This is an optimization exercise on Yosys and OpenROAD, whose aim is small area, not a production implementation.
In this exercise RTL edits were held to simulation tests only and were not proved equivalent to the original.
Power is estimated from default activity; no workload was simulated. No driver is modelled on the clock port, so clocking that relies on it looks cheaper here than on a real chip.

## sa32_feeder
module sa32_feeder (
    input  logic               clk,
    input  logic               rstn,
    input  logic               start,
    input  logic [15:0]        k_len,
    input  logic               in_valid,
    output logic               in_ready,
    input  logic [255:0]       in_act,
    input  logic [255:0]       in_weight,
    output logic [255:0]       activation,
    output logic [255:0]       weight,
    output logic               control,
    output logic               busy,
    output logic               done
);
==> flow/config.mk <==
export PLATFORM = sky130hd
export DESIGN_NAME = sa32_feeder
export DESIGN_NICKNAME = sa32_feeder
export VERILOG_FILES = /design/flow/design.v
export SDC_FILE = /design/flow/constraint.sdc
export NUM_CORES = 4
export LEC_CHECK = 0
export CAP_MARGIN = 20
export CORE_MARGIN = 2
export CORE_UTILIZATION = 65
export HOLD_SLACK_MARGIN = -0.15
export SLEW_MARGIN = 20
==> flow/constraint.sdc <==
create_clock -name core_clock -period 4.0 [get_ports {clk}]
set_input_delay 0.8000 -clock core_clock [delete_from_list [all_inputs] [get_ports {clk}]]
set_output_delay 0.8000 -clock core_clock [all_outputs]
set_load 0.01 [all_outputs]
standard.sh (not shown) runs the stock make flow with config.mk's settings and CLKGATE_MAP_FILE= SYNTH_SCRIPT=/design/flow/synth_recipe.tcl, a recipe that flattens the netlist after the stock synthesis.
==> flow/flow/run.sh <==
#!/bin/bash
# Standard ORFS layout (the standard.sh, standard synthesis) with these
# changes:
#  - flow/outbuf.tcl, run before resizing, makes every port buffer that
#    buffer_ports inserted a buf_1 (see its comments);
#  - CTS builds its tree from buf_12 cells, which drive a leaf cluster of
#    about 30 flip-flops within the clock-pin slew limit in less area than
#    clkbuf_16, clusters more sinks per leaf buffer, and inserts no dummy
#    loads.
# standard.sh's full output goes to standard_flow.log; ORFS writes each
# step's log under orfs/logs/.
set -euo pipefail
here=$(pwd)
export PRE_RESIZE_TCL="$here/flow/outbuf.tcl"
export CTS_ARGS="-sink_clustering_enable -repair_clock_nets -dont_use_dummy_load -sink_clustering_size ${CTS_SIZE:-32} -sink_clustering_max_diameter ${CTS_DIAM:-70} -buf_list {sky130_fd_sc_hd__buf_12}"
bash standard.sh > "$here/standard_flow.log" 2>&1
==> flow/flow/outbuf.tcl <==
# Resize the port buffers that buffer_ports inserted to buf_1: each output
# buffer drives only its port's fixed load and each input buffer one
# flip-flop's D pin. Input hold against the clock tree's insertion delay is
# met on the extracted layout; HOLD_SLACK_MARGIN in config.mk keeps the
# placement-time estimate, which is pessimistic here, from adding hold
# buffers on these paths.
set nin 0
set nout 0
foreach inst [[ord::get_db_block] getInsts] {
  set name [$inst getName]
  if {![string match "*buf*" [[$inst getMaster] getName]]} { continue }
  if {[string match "output*" $name]} {
    replace_cell $name sky130_fd_sc_hd__buf_1
    incr nout
  } elseif {[string match "input*" $name]} {
    replace_cell $name sky130_fd_sc_hd__buf_1
    incr nin
  }
}
puts "outbuf.tcl: resized $nout output buffers to buf_1 and $nin input buffers to buf_1"
Next try:
==> flow/flow/run.sh (replaced) <==
#!/bin/bash
# Standard ORFS layout with two changes: output port buffers are buf_1
# (the input port buffers keep the standard choice, whose delay covers
# input hold against the clock tree's insertion delay), and CTS clusters
# more sinks per leaf buffer and inserts no dummy loads.
set -euo pipefail
here=$(pwd)
export PRE_RESIZE_TCL="$here/flow/outbuf.tcl"
export CTS_ARGS="-sink_clustering_enable -repair_clock_nets -dont_use_dummy_load -sink_clustering_size 20 -sink_clustering_max_diameter 60 -buf_list {sky130_fd_sc_hd__clkbuf_16 sky130_fd_sc_hd__clkbuf_8} -sink_clustering_buffer sky130_fd_sc_hd__clkbuf_8"
bash standard.sh > "$here/standard_flow.log" 2>&1
==> flow/flow/outbuf.tcl (replaced) <==
# Resize the output port buffers that buffer_ports inserted to buf_1: each
# drives only its port's fixed load.
set n 0
foreach inst [[ord::get_db_block] getInsts] {
  if {[string match "output*" [$inst getName]] && [string match "*buf*" [[$inst getMaster] getName]]} {
    replace_cell [$inst getName] sky130_fd_sc_hd__buf_1
    incr n
  }
}
puts "outbuf.tcl: resized $n output buffers to buf_1"
--- a/flow/config.mk
+++ b/flow/config.mk
@@ -11 +10,0 @@
-export HOLD_SLACK_MARGIN = -0.15
Outcome: Final area increases by 2.1%; final cell count rises by about 1.1%; utilization goes up by 1.5 points; area after synthesis does not change; via count rises by 1.7%; register-to-register slack gets better by 0.02 ns.
Next try:
--- a/flow/flow/run.sh
+++ b/flow/flow/run.sh
@@ -9 +9 @@
-export CTS_ARGS="-sink_clustering_enable -repair_clock_nets -dont_use_dummy_load -sink_clustering_size 20 -sink_clustering_max_diameter 60 -buf_list {sky130_fd_sc_hd__clkbuf_16 sky130_fd_sc_hd__clkbuf_8} -sink_clustering_buffer sky130_fd_sc_hd__clkbuf_8"
+export CTS_ARGS="-sink_clustering_enable -repair_clock_nets -dont_use_dummy_load -sink_clustering_size ${CTS_SIZE:-30} -sink_clustering_max_diameter ${CTS_DIAM:-100}"
--- a/flow/config.mk
+++ b/flow/config.mk
@@ -10 +10 @@
-export CORE_UTILIZATION = 65
+export CORE_UTILIZATION = 70
Via count hardly moves. Non-clock buffer count rises by 4. Combinational power shrinks by about 2%. Worst setup slack is worse by 0.065 ns. Final area went up by 0.65%. Die area came out lower by 7.1%. Final cell count came out lower by 2.4%. Sequential cell count stays the same. Power rose by 3.1%.
Next try:
--- a/flow/config.mk
+++ b/flow/config.mk
@@ -10 +10 @@
-export CORE_UTILIZATION = 70
+export CORE_UTILIZATION = 45
Area after synthesis stays the same.
Setup slack is worse by 0.015 ns.
Clock-buffer cell count came out lower by 7.
Power hardly moves.
Critical path depth stays the same.

* * *

Setup of v12:
Starting RTL as in the previous note.
## sa32_feeder
module sa32_feeder (
    input  logic               clk,
    input  logic               rstn,
    input  logic               start,
    input  logic [15:0]        k_len,
    input  logic               in_valid,
    output logic               in_ready,
    input  logic [255:0]       in_act,
    input  logic [255:0]       in_weight,
    output logic [255:0]       activation,
    output logic [255:0]       weight,
    output logic               control,
    output logic               busy,
    output logic               done
);
clock: 4.0 ns
lec_check: 0
cap_margin: 20
core_margin: 2
core_utilization: 65
hold_slack_margin: -0.15
slew_margin: 20
==> flow/flow/run.sh <==
#!/bin/bash
# Standard ORFS layout with two changes: output port buffers are buf_1
# (the input port buffers keep the standard choice, whose delay covers
# input hold against the clock tree's insertion delay), and CTS clusters
# more sinks per leaf buffer and inserts no dummy loads.
set -euo pipefail
here=$(pwd)
export PRE_RESIZE_TCL="$here/flow/outbuf.tcl"
export CTS_ARGS="-sink_clustering_enable -repair_clock_nets -dont_use_dummy_load -sink_clustering_size 32 -sink_clustering_max_diameter 60 -buf_list {sky130_fd_sc_hd__buf_12}"
bash standard.sh > "$here/standard_flow.log" 2>&1
==> flow/flow/outbuf.tcl <==
# Resize the port buffers that buffer_ports inserted to buf_1: each output
# buffer drives only its port's fixed load and each input buffer one
# flip-flop's D pin. Input hold against the clock tree's insertion delay is
# met on the extracted layout; HOLD_SLACK_MARGIN in config.mk keeps the
# placement-time estimate, which is pessimistic here, from adding hold
# buffers on these paths.
set nin 0
set nout 0
foreach inst [[ord::get_db_block] getInsts] {
  set name [$inst getName]
  if {![string match "*buf*" [[$inst getMaster] getName]]} { continue }
  if {[string match "output*" $name]} {
    replace_cell $name sky130_fd_sc_hd__buf_1
    incr nout
  } elseif {[string match "input*" $name]} {
    replace_cell $name sky130_fd_sc_hd__buf_1
    incr nin
  }
}
puts "outbuf.tcl: resized $nout output buffers to buf_1 and $nin input buffers to buf_1"
Changes in v36 relative to v12:
- a change of CORE_UTILIZATION from 65 to 45
- a deleted HOLD_SLACK_MARGIN that had been -0.15
==> flow/run.sh (new file) <==
#!/bin/bash
# synth_recipe.tcl (not shown) runs the flow's synth.tcl, then flattens the netlist and writes it again
# the make line also repeats each setting of config.mk as NAME=value (left out here)
make -C /OpenROAD-flow-scripts/flow DESIGN_CONFIG=/design/flow/config.mk WORK_HOME=/design/flow/orfs CLKGATE_MAP_FILE= SYNTH_SCRIPT=/design/flow/synth_recipe.tcl finish
removed: flow/flow/run.sh
removed: flow/flow/outbuf.tcl
removed: flow/standard.sh
### Flow results
Against v12, clock skew in v36 came out better.
v36 vs v12 on area of all placed cells without fillers: v36 is the higher one.
In the route summary, v36 ends up with a via count exceeding that of v12.
Going from v12 to v36, detail-routed net length per standard cell shrinks by about 13%.
~same multi-input gate area in the final layout in v36 and v12

* * *

## build 88
Starting RTL as in the previous note.
clock: 4.0 ns
lec_check: 0
cap_margin: 20
core_margin: 2
core_utilization: 65
slew_margin: 20
==> flow/flow/run.sh <==
#!/bin/bash
# Standard ORFS layout with two changes: output port buffers are buf_1
# (the input port buffers keep the standard choice, whose delay covers
# input hold against the clock tree's insertion delay), and CTS clusters
# more sinks per leaf buffer and inserts no dummy loads.
set -euo pipefail
here=$(pwd)
export PRE_RESIZE_TCL="$here/flow/outbuf.tcl"
export CTS_ARGS="-sink_clustering_enable -repair_clock_nets -dont_use_dummy_load -sink_clustering_size ${CTS_SIZE:-35} -sink_clustering_max_diameter ${CTS_DIAM:-60}"
bash standard.sh > "$here/standard_flow.log" 2>&1
==> flow/flow/outbuf.tcl <==
# Resize the output port buffers that buffer_ports inserted to buf_1: each
# drives only its port's fixed load.
set n 0
foreach inst [[ord::get_db_block] getInsts] {
  if {[string match "output*" [$inst getName]] && [string match "*buf*" [[$inst getMaster] getName]]} {
    replace_cell [$inst getName] sky130_fd_sc_hd__buf_1
    incr n
  }
}
puts "outbuf.tcl: resized $n output buffers to buf_1"
In summary, build 88 completed successfully, with a layout that passed the timing, DRC and antenna checks.
Setup changes, build 88 to build 38
- putting HOLD_SLACK_MARGIN at -0.15 where nothing was set
==> flow/flow/run.sh <==
#!/bin/bash
# Standard ORFS layout (the standard.sh, standard synthesis) with these
# changes:
#  - flow/outbuf.tcl, run before resizing, makes every port buffer that
#    buffer_ports inserted a buf_1 (see its comments);
#  - CTS builds its tree from buf_12 cells, which drive a leaf cluster of
#    about 30 flip-flops within the clock-pin slew limit in less area than
#    clkbuf_16, clusters more sinks per leaf buffer, and inserts no dummy
#    loads.
# standard.sh's full output goes to standard_flow.log; ORFS writes each
# step's log under orfs/logs/.
set -euo pipefail
here=$(pwd)
export PRE_RESIZE_TCL="$here/flow/outbuf.tcl"
export CTS_ARGS="-sink_clustering_enable -repair_clock_nets -dont_use_dummy_load -sink_clustering_size ${CTS_SIZE:-33} -sink_clustering_max_diameter ${CTS_DIAM:-80} -buf_list {sky130_fd_sc_hd__buf_12}"
bash standard.sh > "$here/standard_flow.log" 2>&1
==> flow/flow/outbuf.tcl <==
# Resize the port buffers that buffer_ports inserted to buf_1: each output
# buffer drives only its port's fixed load and each input buffer one
# flip-flop's D pin. Input hold against the clock tree's insertion delay is
# met on the extracted layout; HOLD_SLACK_MARGIN in config.mk keeps the
# placement-time estimate, which is pessimistic here, from adding hold
# buffers on these paths.
set nin 0
set nout 0
foreach inst [[ord::get_db_block] getInsts] {
  set name [$inst getName]
  if {![string match "*buf*" [[$inst getMaster] getName]]} { continue }
  if {[string match "output*" $name]} {
    replace_cell $name sky130_fd_sc_hd__buf_1
    incr nout
  } elseif {[string match "input*" $name]} {
    replace_cell $name sky130_fd_sc_hd__buf_1
    incr nin
  }
}
puts "outbuf.tcl: resized $nout output buffers to buf_1 and $nin input buffers to buf_1"
- Each of the runs, namely build 88 and build 38, reached the end of the flow and came out clean.
- Build 38 does better than build 88 on clock power.
- r_state[0]$_DFFE_PN0P_ as the worst setup path startpoint was reported by build 38, and r_state[1]$_DFFE_PN0P_ by build 88.
- Number of antenna violations at the first check in global routing: build 88 and build 38 compared, higher one is build 38
- ~same cell count in build 88 and build 38
### build 38 -> build 91
- a deleted HOLD_SLACK_MARGIN that had been -0.15
==> flow/flow/run.sh <==
#!/bin/bash
# Standard ORFS layout with two changes: output port buffers are buf_1
# (the input port buffers keep the standard choice, whose delay covers
# input hold against the clock tree's insertion delay), and CTS clusters
# more sinks per leaf buffer and inserts no dummy loads.
set -euo pipefail
here=$(pwd)
export PRE_RESIZE_TCL="$here/flow/outbuf.tcl"
export CTS_ARGS="-sink_clustering_enable -repair_clock_nets -dont_use_dummy_load -sink_clustering_size ${CTS_SIZE:-30} -sink_clustering_max_diameter ${CTS_DIAM:-100}"
bash standard.sh > "$here/standard_flow.log" 2>&1
==> flow/flow/outbuf.tcl <==
# Resize the output port buffers that buffer_ports inserted to buf_1: each
# drives only its port's fixed load.
set n 0
foreach inst [[ord::get_db_block] getInsts] {
  if {[string match "output*" [$inst getName]] && [string match "*buf*" [[$inst getMaster] getName]]} {
    replace_cell [$inst getName] sky130_fd_sc_hd__buf_1
    incr n
  }
}
puts "outbuf.tcl: resized $n output buffers to buf_1"
Results
- Re mux contribution to synthesized area: no difference whatsoever between build 38 and build 91.
- Logic gate share of total power on build 91 is up relative to build 38.
- NOTE maximum clock rate build 38->build 91 decreased by a few percent
> inputs changed (build 91 -> build 83)
--- a/flow/flow/run.sh
+++ b/flow/flow/run.sh
@@ -7,4 +7,4 @@
 here=$(pwd)
 export PRE_RESIZE_TCL="$here/flow/outbuf.tcl"
-export CTS_ARGS="-sink_clustering_enable -repair_clock_nets -dont_use_dummy_load -sink_clustering_size ${CTS_SIZE:-30} -sink_clustering_max_diameter ${CTS_DIAM:-100}"
+export CTS_ARGS="-sink_clustering_enable -repair_clock_nets -dont_use_dummy_load -sink_clustering_size 32 -sink_clustering_max_diameter 60 -buf_list {sky130_fd_sc_hd__buf_12}"
 bash standard.sh > "$here/standard_flow.log" 2>&1
==> flow/flow/outbuf.tcl <==
# Resize the port buffers that buffer_ports inserted. Output buffers become
# buf_1: each drives only its port's fixed load. Input buffers become
# dlygate4sd1_1, a delay buffer whose delay still covers input hold against
# the clock tree's insertion delay, in less area than the default choice.
set nin 0
set nout 0
foreach inst [[ord::get_db_block] getInsts] {
  set name [$inst getName]
  if {![string match "*buf*" [[$inst getMaster] getName]]} { continue }
  if {[string match "output*" $name]} {
    replace_cell $name sky130_fd_sc_hd__buf_1
    incr nout
  } elseif {[string match "input*" $name]} {
    replace_cell $name sky130_fd_sc_hd__dlygate4sd1_1
    incr nin
  }
}
puts "outbuf.tcl: resized $nout output buffers to buf_1 and $nin input buffers to dlygate4sd1_1"
--- outcome ---
Build 83 reached the final stage; the timing, DRC and antenna checks on its layout passed.
Remaining max-slew budget at the tightest pin in build 83 is 1.1 points below build 91.
On final area, build 83 does better than build 91.
Re DRC violation count after routing: no difference whatsoever between build 91 and build 83.
Comparing build 83 against build 91, there is no change at all in total stage count of the critical path.
Relative to build 91, the first-iteration DRC count of build 83 is higher by 173.
Build 83 improves on build 91 in total power.
Looking only at average wire length per cell after detail routing, and setting everything else aside, the lower value of build 91 and build 83 goes to build 83.
Comparing build 83 against build 91, there is no change at all in portion of the post-synthesis area used by sequential elements.

-- static timing again, ports no longer ideal --
The flow's constraints put no driver on any port. The routed layouts listed below were extracted and timed again, unchanged, in two steps. Step 1 sets driving cells, clkbuf_16 on the clock port and buf_2 on the other inputs (assumed; they add their load-dependent delay and slew). Step 2 also shifts input and output timing later by t, the mid clock arrival at the registers, as if the neighbouring blocks saw the same clock. Slacks: no drivers / after step 1 / after step 2; pairs: no drivers / after step 1.
| run | shift t [ns] | setup WS [ns] | hold slack, ns | worst setup path after step 2 |
|---|---|---|---|---|
| the first run of note 1 | 0.899 | 0.454 / 0.350 / 1.250 | 0.049 / -0.032 / 0.303 | register to output |
| the second run of note 1 | 0.969 | 0.424 / 0.321 / 1.026 | 0.081 / 0.012 / 0.290 | input to register |
| the third run of note 1 | 1.027 | 0.359 / 0.268 / 1.077 | 0.242 / 0.182 / 0.270 | input to register |
| the fourth run of note 1 | 0.967 | 0.344 / 0.240 / 0.866 | 0.247 / 0.218 / 0.247 | input to register |
| v12 | 0.910 | 0.459 / 0.355 / 1.265 | 0.044 / -0.036 / 0.275 | register to output |
| v36 | 1.109 | 0.297 / 0.191 / 0.872 | 0.212 / 0.128 / 0.287 | input to register |
| build 88 | 0.974 | 0.473 / 0.376 / 1.018 | 0.102 / 0.039 / 0.257 | input to register |
| build 38 | 0.893 | 0.426 / 0.323 / 1.216 | 0.061 / -0.018 / 0.256 | register to output |
| build 91 | 1.027 | 0.292 / 0.199 / 1.001 | 0.244 / 0.180 / 0.265 | input to register |
| build 83 | 0.909 | 0.526 / 0.422 / 1.332 | 0.150 / 0.069 / 0.278 | register to output |
After both steps every run listed still meets setup and hold.
